What follows belongs to an exercise in optimizing a design on an open flow for small area and a short achievable clock period; a production flow would make more cautious choices.
RTL that was checked went through simulation tests only; none was proved equivalent to the original.
Power and IR drop assume default switching activity.

## result_serializer
module result_serializer #(
  parameter int DATA_W = 40,
  parameter int ADDR_W = 6,
  parameter int SLACK  = 4
) (
  input  logic                 clk,
  input  logic                 rst,
  input  logic                 fifo_wr_en,
  input  logic [DATA_W-1:0]    dut_dout,
  output logic                 fifo_full,
  output logic [7:0]           byte_dout,
  output logic                 byte_valid,
  input  logic                 byte_ready,
  output logic [15:0]          word_count,
  output logic                 overflow
);
  localparam int              DEPTH      = 1 << ADDR_W;
  localparam logic [ADDR_W:0] FULL_THR_C = (ADDR_W+1)'(DEPTH - SLACK);
  localparam int              NB_L       = DATA_W / 8;
  logic [7:0]        wr_hi_r;
  logic [7:0]        wr_lo_r;
  logic [DEPTH-1:0]  rd_sel_n_r;
  logic [ADDR_W:0]   count_r;
  logic              fifo_full_r;
  logic              overflow_r;
  logic              load_r;
  logic              valid_r;
  logic [NB_L-1:0]   cur_r;         
  logic [7:0]        byte_dout_r;
  logic [DATA_W-1:0] rd_data_r;     
  logic [DATA_W-1:0] word_r;        
  logic [15:0]       word_count_r;
  logic [DATA_W-1:0] rd_data_s;
  ...
For scale: roughly 5600 cells after synthesis, about 2800 flip-flops, about 71 I/O pins, about 97000 sq um of cells after synthesis.
==> module result_fifo, before the edit <==
module result_fifo #(
  parameter int DATA_W = 40,
  parameter int ADDR_W = 6
) (
  input  logic                   clk,
  input  logic                   wr_en,
  input  logic [7:0]             wr_hi,
  input  logic [7:0]             wr_lo,
  input  logic [DATA_W-1:0]      din,
  input  logic [(1<<ADDR_W)-1:0] rd_sel_n,
  output logic [DATA_W-1:0]      dout
);
  localparam int DEPTH = 1 << ADDR_W;
  logic [DATA_W-1:0] mem_r [DEPTH];
  always_ff @(posedge clk) begin
    for (int i = 0; i < DEPTH; i++) begin
      if (wr_en && wr_hi[i / 8] && wr_lo[i % 8]) begin
        mem_r[i] <= din;
      end
    end
  end
  always_comb begin
    dout = '1;
    for (int i = 0; i < DEPTH; i++) begin
      dout = dout & (mem_r[i] | {DATA_W{rd_sel_n[i]}});
    end
  end
endmodule
==> module result_serializer, before the edit <==
module result_serializer #(
  parameter int DATA_W = 40,
  parameter int ADDR_W = 6,
  parameter int SLACK  = 4
) (
  input  logic                 clk,
  input  logic                 rst,
  input  logic                 fifo_wr_en,
  input  logic [DATA_W-1:0]    dut_dout,
  output logic                 fifo_full,
  output logic [7:0]           byte_dout,
  output logic                 byte_valid,
  input  logic                 byte_ready,
  output logic [15:0]          word_count,
  output logic                 overflow
);
  localparam int              DEPTH      = 1 << ADDR_W;
  localparam logic [ADDR_W:0] FULL_THR_C = (ADDR_W+1)'(DEPTH - SLACK);
  localparam int              NB_L       = DATA_W / 8;
  logic [7:0]        wr_hi_r;
  logic [7:0]        wr_lo_r;
  logic [DEPTH-1:0]  rd_sel_n_r;
  logic [ADDR_W:0]   count_r;
  logic              fifo_full_r;
  logic              overflow_r;
  logic              load_r;
  logic              valid_r;
  logic [NB_L-1:0]   cur_r;         
  logic [7:0]        byte_dout_r;
  logic [DATA_W-1:0] rd_data_r;     
  logic [DATA_W-1:0] word_r;        
  logic [15:0]       word_count_r;
  logic [DATA_W-1:0] rd_data_s;
  logic              at_cap_s;
  logic              nonempty_s;
  logic              wr_ok_s;
  logic              accept_s;
  logic              last_s;
  logic              inc_s;
  logic              dec_s;
  logic [ADDR_W:0]   count_up_s;
  logic [ADDR_W:0]   count_dn_s;
  logic              full_up_s;
  logic              full_dn_s;
  logic              full_eq_s;
  logic [NB_L-1:0]   cur_next_s;
  logic [7:0]        byte_next_s;
  logic [15:0]       wc_low_ones_s;
  logic [15:0]       wc_plus1_s;
  assign at_cap_s   = count_r[ADDR_W];
  assign nonempty_s = (count_r != '0);
  assign wr_ok_s    = fifo_wr_en && !at_cap_s;
  assign accept_s   = valid_r && byte_ready;
  assign last_s     = cur_r[NB_L-1];
  result_fifo #(
    .DATA_W (DATA_W),
    .ADDR_W (ADDR_W)
  ) u_fifo (
    .clk    (clk),
    .wr_en  (fifo_wr_en),
    .wr_hi  (wr_hi_r & {8{!at_cap_s}}),
    .wr_lo  (wr_lo_r),
    .din    (dut_dout),
    .rd_sel_n (rd_sel_n_r),
    .dout   (rd_data_s)
  );
  assign inc_s      = wr_ok_s && !load_r;
  assign dec_s      = load_r && !wr_ok_s;
  assign count_up_s = count_r + 1'b1;
  assign count_dn_s = count_r - 1'b1;
  assign full_up_s  = (count_r >= FULL_THR_C - 1'b1);
  assign full_dn_s  = (count_r >= FULL_THR_C + 1'b1);
  assign full_eq_s  = (count_r >= FULL_THR_C);
  always_ff @(posedge clk) begin
    if (rst) begin
      wr_hi_r     <= 8'd1;
      wr_lo_r     <= 8'd1;
      rd_sel_n_r  <= {{(DEPTH-1){1'b1}}, 1'b0};
      count_r     <= '0;
      fifo_full_r <= 1'b0;
      overflow_r  <= 1'b0;
    end else begin
      if (wr_ok_s) begin
        wr_lo_r <= {wr_lo_r[6:0], wr_lo_r[7]};
        if (wr_lo_r[7]) wr_hi_r <= {wr_hi_r[6:0], wr_hi_r[7]};
      end
      if (load_r) rd_sel_n_r <= {rd_sel_n_r[DEPTH-2:0], rd_sel_n_r[DEPTH-1]};
      if (inc_s) begin
        count_r     <= count_up_s;
        fifo_full_r <= full_up_s;
      end else if (dec_s) begin
        count_r     <= count_dn_s;
        fifo_full_r <= full_dn_s;
      end else begin
        fifo_full_r <= full_eq_s;
      end
      if (fifo_wr_en && at_cap_s) overflow_r <= 1'b1;
    end
  end
  always_comb begin
    for (int i = 0; i < 16; i++) begin
      wc_low_ones_s[i] = &(word_count_r | ~((16'd1 << i) - 16'd1));
    end
  end
  assign wc_plus1_s = word_count_r ^ wc_low_ones_s;
  always_ff @(posedge clk) begin
    if (rst) begin
      load_r       <= 1'b0;
      valid_r      <= 1'b0;
      word_count_r <= '0;
    end else begin
      if (load_r) begin
        load_r  <= 1'b0;
        valid_r <= 1'b1;
      end else if (!valid_r) begin
        load_r  <= nonempty_s;
      end else if (accept_s && last_s) begin
        valid_r <= 1'b0;
        load_r  <= nonempty_s;
        if (!(&word_count_r)) word_count_r <= wc_plus1_s;
      end
    end
  end
  always_ff @(posedge clk) begin
    rd_data_r <= rd_data_s;
    if (load_r) word_r <= rd_data_r;
  end
  always_comb begin
    if (load_r)        cur_next_s = {{(NB_L-1){1'b0}}, 1'b1};
    else if (accept_s) cur_next_s = {cur_r[NB_L-2:0], 1'b0};
    else               cur_next_s = cur_r;
  end
  always_comb begin
    if (load_r) begin
      byte_next_s = rd_data_r[DATA_W-1 -: 8];
    end else begin
      byte_next_s = '0;
      for (int k = 0; k < NB_L; k++) begin
        byte_next_s = byte_next_s | (word_r[DATA_W-1-8*k -: 8] & {8{cur_next_s[k]}});
      end
    end
  end
  always_ff @(posedge clk) begin
    cur_r       <= cur_next_s;
    byte_dout_r <= byte_next_s;
  end
  assign fifo_full  = fifo_full_r;
  assign byte_dout  = byte_dout_r;
  assign byte_valid = valid_r;
  assign word_count = word_count_r;
  assign overflow   = overflow_r;
endmodule
clock: 4.0 ns
lec_check: 0
cap_margin: 20
core_margin: 2
core_utilization: 60
cts_cluster_diameter: 80
cts_cluster_size: 20
setup_slack_margin: 1.8
slew_margin: 20
tns_end_percent: 5
run.sh (not shown) runs the stock make flow with config.mk's settings and CLKGATE_MAP_FILE= SYNTH_SCRIPT=/design/flow/synth_recipe.tcl, a recipe that flattens the netlist after the stock synthesis.
Next try:
--- a/flow/design.v
+++ b/flow/design.v
@@ -6,11 +6,12 @@
   input  logic                   wr_en,
   input  logic [7:0]             wr_hi,
   input  logic [7:0]             wr_lo,
   input  logic [DATA_W-1:0]      din,
   input  logic [(1<<ADDR_W)-1:0] rd_sel_n,
-  output logic [DATA_W-1:0]      dout
+  output logic [DATA_W-1:0]      dout_lo,
+  output logic [DATA_W-1:0]      dout_hi
 );
   localparam int DEPTH = 1 << ADDR_W;
   logic [DATA_W-1:0] mem_r [DEPTH];
   always_ff @(posedge clk) begin
     for (int i = 0; i < DEPTH; i++) begin
@@ -18,13 +19,15 @@
         mem_r[i] <= din;
       end
     end
   end
   always_comb begin
-    dout = '1;
-    for (int i = 0; i < DEPTH; i++) begin
-      dout = dout & (mem_r[i] | {DATA_W{rd_sel_n[i]}});
+    dout_lo = '1;
+    dout_hi = '1;
+    for (int i = 0; i < DEPTH / 2; i++) begin
+      dout_lo = dout_lo & (mem_r[i] | {DATA_W{rd_sel_n[i]}});
+      dout_hi = dout_hi & (mem_r[i + DEPTH / 2] | {DATA_W{rd_sel_n[i + DEPTH / 2]}});
     end
   end
 endmodule
 module result_serializer #(
   parameter int DATA_W = 40,
@@ -53,13 +56,16 @@
   logic              overflow_r;
   logic              load_r;
   logic              valid_r;
   logic [NB_L-1:0]   cur_r;         
   logic [7:0]        byte_dout_r;
-  logic [DATA_W-1:0] rd_data_r;     
+  logic [DATA_W-1:0] rd_lo_r;       
+  logic [DATA_W-1:0] rd_hi_r;
   logic [DATA_W-1:0] word_r;        
   logic [15:0]       word_count_r;
+  logic [DATA_W-1:0] rd_lo_s;
+  logic [DATA_W-1:0] rd_hi_s;
   logic [DATA_W-1:0] rd_data_s;
   logic              at_cap_s;
   logic              nonempty_s;
   logic              wr_ok_s;
   logic              accept_s;
@@ -88,11 +94,12 @@
     .wr_en  (fifo_wr_en),
     .wr_hi  (wr_hi_r & {8{!at_cap_s}}),
     .wr_lo  (wr_lo_r),
     .din    (dut_dout),
     .rd_sel_n (rd_sel_n_r),
-    .dout   (rd_data_s)
+    .dout_lo (rd_lo_s),
+    .dout_hi (rd_hi_s)
   );
   assign inc_s      = wr_ok_s && !load_r;
   assign dec_s      = load_r && !wr_ok_s;
   assign count_up_s = count_r + 1'b1;
   assign count_dn_s = count_r - 1'b1;
@@ -147,22 +154,24 @@
         load_r  <= nonempty_s;
         if (!(&word_count_r)) word_count_r <= wc_plus1_s;
       end
     end
   end
+  assign rd_data_s = rd_lo_r & rd_hi_r;
   always_ff @(posedge clk) begin
-    rd_data_r <= rd_data_s;
-    if (load_r) word_r <= rd_data_r;
+    rd_lo_r <= rd_lo_s;
+    rd_hi_r <= rd_hi_s;
+    if (load_r) word_r <= rd_data_s;
   end
   always_comb begin
     if (load_r)        cur_next_s = {{(NB_L-1){1'b0}}, 1'b1};
     else if (accept_s) cur_next_s = {cur_r[NB_L-2:0], 1'b0};
     else               cur_next_s = cur_r;
   end
   always_comb begin
     if (load_r) begin
-      byte_next_s = rd_data_r[DATA_W-1 -: 8];
+      byte_next_s = rd_data_s[DATA_W-1 -: 8];
     end else begin
       byte_next_s = '0;
       for (int k = 0; k < NB_L; k++) begin
         byte_next_s = byte_next_s | (word_r[DATA_W-1-8*k -: 8] & {8{cur_next_s[k]}});
       end
What happened: Die area went up slightly. Total power went down slightly. Via count went down by roughly a tenth. Worst setup slack improves by 120 ps. Non-clock buffer count went down by 368. Wire length went down by a quarter to a third. Core utilization went down by 3.6 points. Register-to-register slack improves by 120 ps. Synthesized area went up slightly. Synthesized cell count went up by a few percent. Worst hold slack improves by 150 ps.

* * *

result_serializer, a different RTL version from the one above (not shown whole).
Size: roughly 0.10 mm^2 of cells after synthesis.
## result_serializer
module result_serializer #(
  parameter int DATA_W = 40,
  parameter int ADDR_W = 6,
  parameter int SLACK  = 4
) (
  input  logic                 clk,
  input  logic                 rst,
  input  logic                 fifo_wr_en,
  input  logic [DATA_W-1:0]    dut_dout,
  output logic                 fifo_full,
  output logic [7:0]           byte_dout,
  output logic                 byte_valid,
  input  logic                 byte_ready,
  output logic [15:0]          word_count,
  output logic                 overflow
);
==> module result_serializer, before the edit <==
module result_serializer #(
  parameter int DATA_W = 40,
  parameter int ADDR_W = 6,
  parameter int SLACK  = 4
) (
  input  logic                 clk,
  input  logic                 rst,
  input  logic                 fifo_wr_en,
  input  logic [DATA_W-1:0]    dut_dout,
  output logic                 fifo_full,
  output logic [7:0]           byte_dout,
  output logic                 byte_valid,
  input  logic                 byte_ready,
  output logic [15:0]          word_count,
  output logic                 overflow
);
  localparam int              DEPTH      = 1 << ADDR_W;
  localparam logic [ADDR_W:0] FULL_THR_C = (ADDR_W+1)'(DEPTH - SLACK);
  localparam int              NB_L       = DATA_W / 8;
  logic [DEPTH-1:0]  wr_sel_r;
  logic [DEPTH-1:0]  rd_sel_n_r;
  logic [ADDR_W:0]   count_r;
  logic              fifo_full_r;
  logic              overflow_r;
  logic              load_r;
  logic              valid_r;
  logic [NB_L-1:0]   cur_r;         
  logic [7:0]        byte_dout_r;
  logic [DATA_W-1:0] rd_lo_r;       
  logic [DATA_W-1:0] rd_hi_r;
  logic [DATA_W-1:0] word_r;        
  logic [15:0]       word_count_r;
  logic [DATA_W-1:0] rd_lo_s;
  logic [DATA_W-1:0] rd_hi_s;
  logic [DATA_W-1:0] rd_data_s;
  logic              at_cap_s;
  logic              nonempty_s;
  logic              wr_ok_s;
  logic              accept_s;
  logic              last_s;
  logic              inc_s;
  logic              dec_s;
  logic [ADDR_W:0]   count_up_s;
  logic [ADDR_W:0]   count_dn_s;
  logic              full_up_s;
  logic              full_dn_s;
  logic              full_eq_s;
  logic [NB_L-1:0]   cur_next_s;
  logic [7:0]        byte_next_s;
  logic [15:0]       wc_low_ones_s;
  logic [15:0]       wc_plus1_s;
  assign at_cap_s   = count_r[ADDR_W];
  assign nonempty_s = (count_r != '0);
  assign wr_ok_s    = fifo_wr_en && !at_cap_s;
  assign accept_s   = valid_r && byte_ready;
  assign last_s     = cur_r[NB_L-1];
  result_fifo #(
    .DATA_W (DATA_W),
    .ADDR_W (ADDR_W)
  ) u_fifo (
    .clk    (clk),
    .wr_en  (wr_ok_s),
    .wr_sel (wr_sel_r),
    .din    (dut_dout),
    .rd_sel_n (rd_sel_n_r),
    .dout_lo (rd_lo_s),
    .dout_hi (rd_hi_s)
  );
  assign inc_s      = wr_ok_s && !load_r;
  assign dec_s      = load_r && !wr_ok_s;
  assign count_up_s = count_r + 1'b1;
  assign count_dn_s = count_r - 1'b1;
  assign full_up_s  = (count_r >= FULL_THR_C - 1'b1);
  assign full_dn_s  = (count_r >= FULL_THR_C + 1'b1);
  assign full_eq_s  = (count_r >= FULL_THR_C);
  always_ff @(posedge clk) begin
    if (rst) begin
      wr_sel_r    <= {{(DEPTH-1){1'b0}}, 1'b1};
      rd_sel_n_r  <= {{(DEPTH-1){1'b1}}, 1'b0};
      count_r     <= '0;
      fifo_full_r <= 1'b0;
      overflow_r  <= 1'b0;
    end else begin
      if (wr_ok_s) wr_sel_r <= {wr_sel_r[DEPTH-2:0], wr_sel_r[DEPTH-1]};
      if (load_r) rd_sel_n_r <= {rd_sel_n_r[DEPTH-2:0], rd_sel_n_r[DEPTH-1]};
      if (inc_s) begin
        count_r     <= count_up_s;
        fifo_full_r <= full_up_s;
      end else if (dec_s) begin
        count_r     <= count_dn_s;
        fifo_full_r <= full_dn_s;
      end else begin
        fifo_full_r <= full_eq_s;
      end
      if (fifo_wr_en && at_cap_s) overflow_r <= 1'b1;
    end
  end
  always_comb begin
    for (int i = 0; i < 16; i++) begin
      wc_low_ones_s[i] = &(word_count_r | ~((16'd1 << i) - 16'd1));
    end
  end
  assign wc_plus1_s = word_count_r ^ wc_low_ones_s;
  always_ff @(posedge clk) begin
    if (rst) begin
      load_r       <= 1'b0;
      valid_r      <= 1'b0;
      word_count_r <= '0;
    end else begin
      if (load_r) begin
        load_r  <= 1'b0;
        valid_r <= 1'b1;
      end else if (!valid_r) begin
        load_r  <= nonempty_s;
      end else if (accept_s && last_s) begin
        valid_r <= 1'b0;
        load_r  <= nonempty_s;
        if (!(&word_count_r)) word_count_r <= wc_plus1_s;
      end
    end
  end
  assign rd_data_s = rd_lo_r & rd_hi_r;
  always_ff @(posedge clk) begin
    rd_lo_r <= rd_lo_s;
    rd_hi_r <= rd_hi_s;
    if (load_r) word_r <= rd_data_s;
  end
  always_comb begin
    if (load_r)        cur_next_s = {{(NB_L-1){1'b0}}, 1'b1};
    else if (accept_s) cur_next_s = {cur_r[NB_L-2:0], 1'b0};
    else               cur_next_s = cur_r;
  end
  always_comb begin
    if (load_r) begin
      byte_next_s = rd_data_s[DATA_W-1 -: 8];
    end else begin
      byte_next_s = '0;
      for (int k = 0; k < NB_L; k++) begin
        byte_next_s = byte_next_s | (word_r[DATA_W-1-8*k -: 8] & {8{cur_next_s[k]}});
      end
    end
  end
  always_ff @(posedge clk) begin
    cur_r       <= cur_next_s;
    byte_dout_r <= byte_next_s;
  end
  assign fifo_full  = fifo_full_r;
  assign byte_dout  = byte_dout_r;
  assign byte_valid = valid_r;
  assign word_count = word_count_r;
  assign overflow   = overflow_r;
endmodule
Settings: LEC_CHECK=0, CAP_MARGIN=5, CORE_MARGIN=2, CORE_UTILIZATION=60, CTS_CLUSTER_DIAMETER=80, CTS_CLUSTER_SIZE=28, SETUP_SLACK_MARGIN=2.0, SLEW_MARGIN=5, TNS_END_PERCENT=5; clock period 4.0 ns.
Rerun with:
--- a/flow/design.v
+++ b/flow/design.v
@@ -98,8 +98,12 @@
   );
   assign inc_s      = wr_ok_s && !load_r;
   assign dec_s      = load_r && !wr_ok_s;
-  assign count_up_s = count_r + 1'b1;
-  assign count_dn_s = count_r - 1'b1;
+  always_comb begin
+    for (int i = 0; i <= ADDR_W; i++) begin
+      count_up_s[i] = count_r[i] ^ (&(count_r | ~((8'd1 << i) - 8'd1)));
+      count_dn_s[i] = count_r[i] ^ !(|(count_r & ((8'd1 << i) - 8'd1)));
+    end
+  end
   assign full_up_s  = (count_r >= FULL_THR_C - 1'b1);
   assign full_dn_s  = (count_r >= FULL_THR_C + 1'b1);
   assign full_eq_s  = (count_r >= FULL_THR_C);
The new run finished with timing, DRC and antenna clean. Die area stays flat. Synthesized cell count barely changes. Cell area grows by 0.43%. Power grows by 25%. Combinational power grows to 4.1 times its value. Via count shrinks by 0.47%. Clock-buffer cell count grows by 10. Routed wire length shrinks by 1.2%. Sequential share of layout area shrinks by 0.34 points. Final cell count shrinks by 0.44%.
Function not checked in the second run of this note: the RTL went through the layout flow alone.

[separate check: timing with driven ports]
In the flow no input, the clock included, has a driving cell. The finished layouts below were timed again as built, in two steps. Step 1 assumes that a clkbuf_16 drives the clock port and a buf_2 every other input. Step 2 adds t to the input delays and takes it off the output delays; t is the mean of the earliest and latest rising clock arrival at the registers after step 1. Input paths then give back, and output paths get back, about the clock's delay inside the block. Slacks: ideal / step 1 / step 2; pairs: ideal / step 1.
run	t, ns	slack for setup (ns)	worst setup path after step 2
the first run of note 1	0.917	1.549 / 1.549 / 0.917	input to register
the second run of note 1	0.917	1.664 / 1.653 / 1.002	input to register
the first run of note 2	0.903	1.843 / 1.801 / 1.159	input to register
the second run of note 2	0.897	1.645 / 1.645 / 0.967	input to register
After both steps every run listed still meets setup and hold. The setup slack of the first run of note 2, which loses most, moves by -0.042 ns with the drivers and by -0.684 ns with both steps.
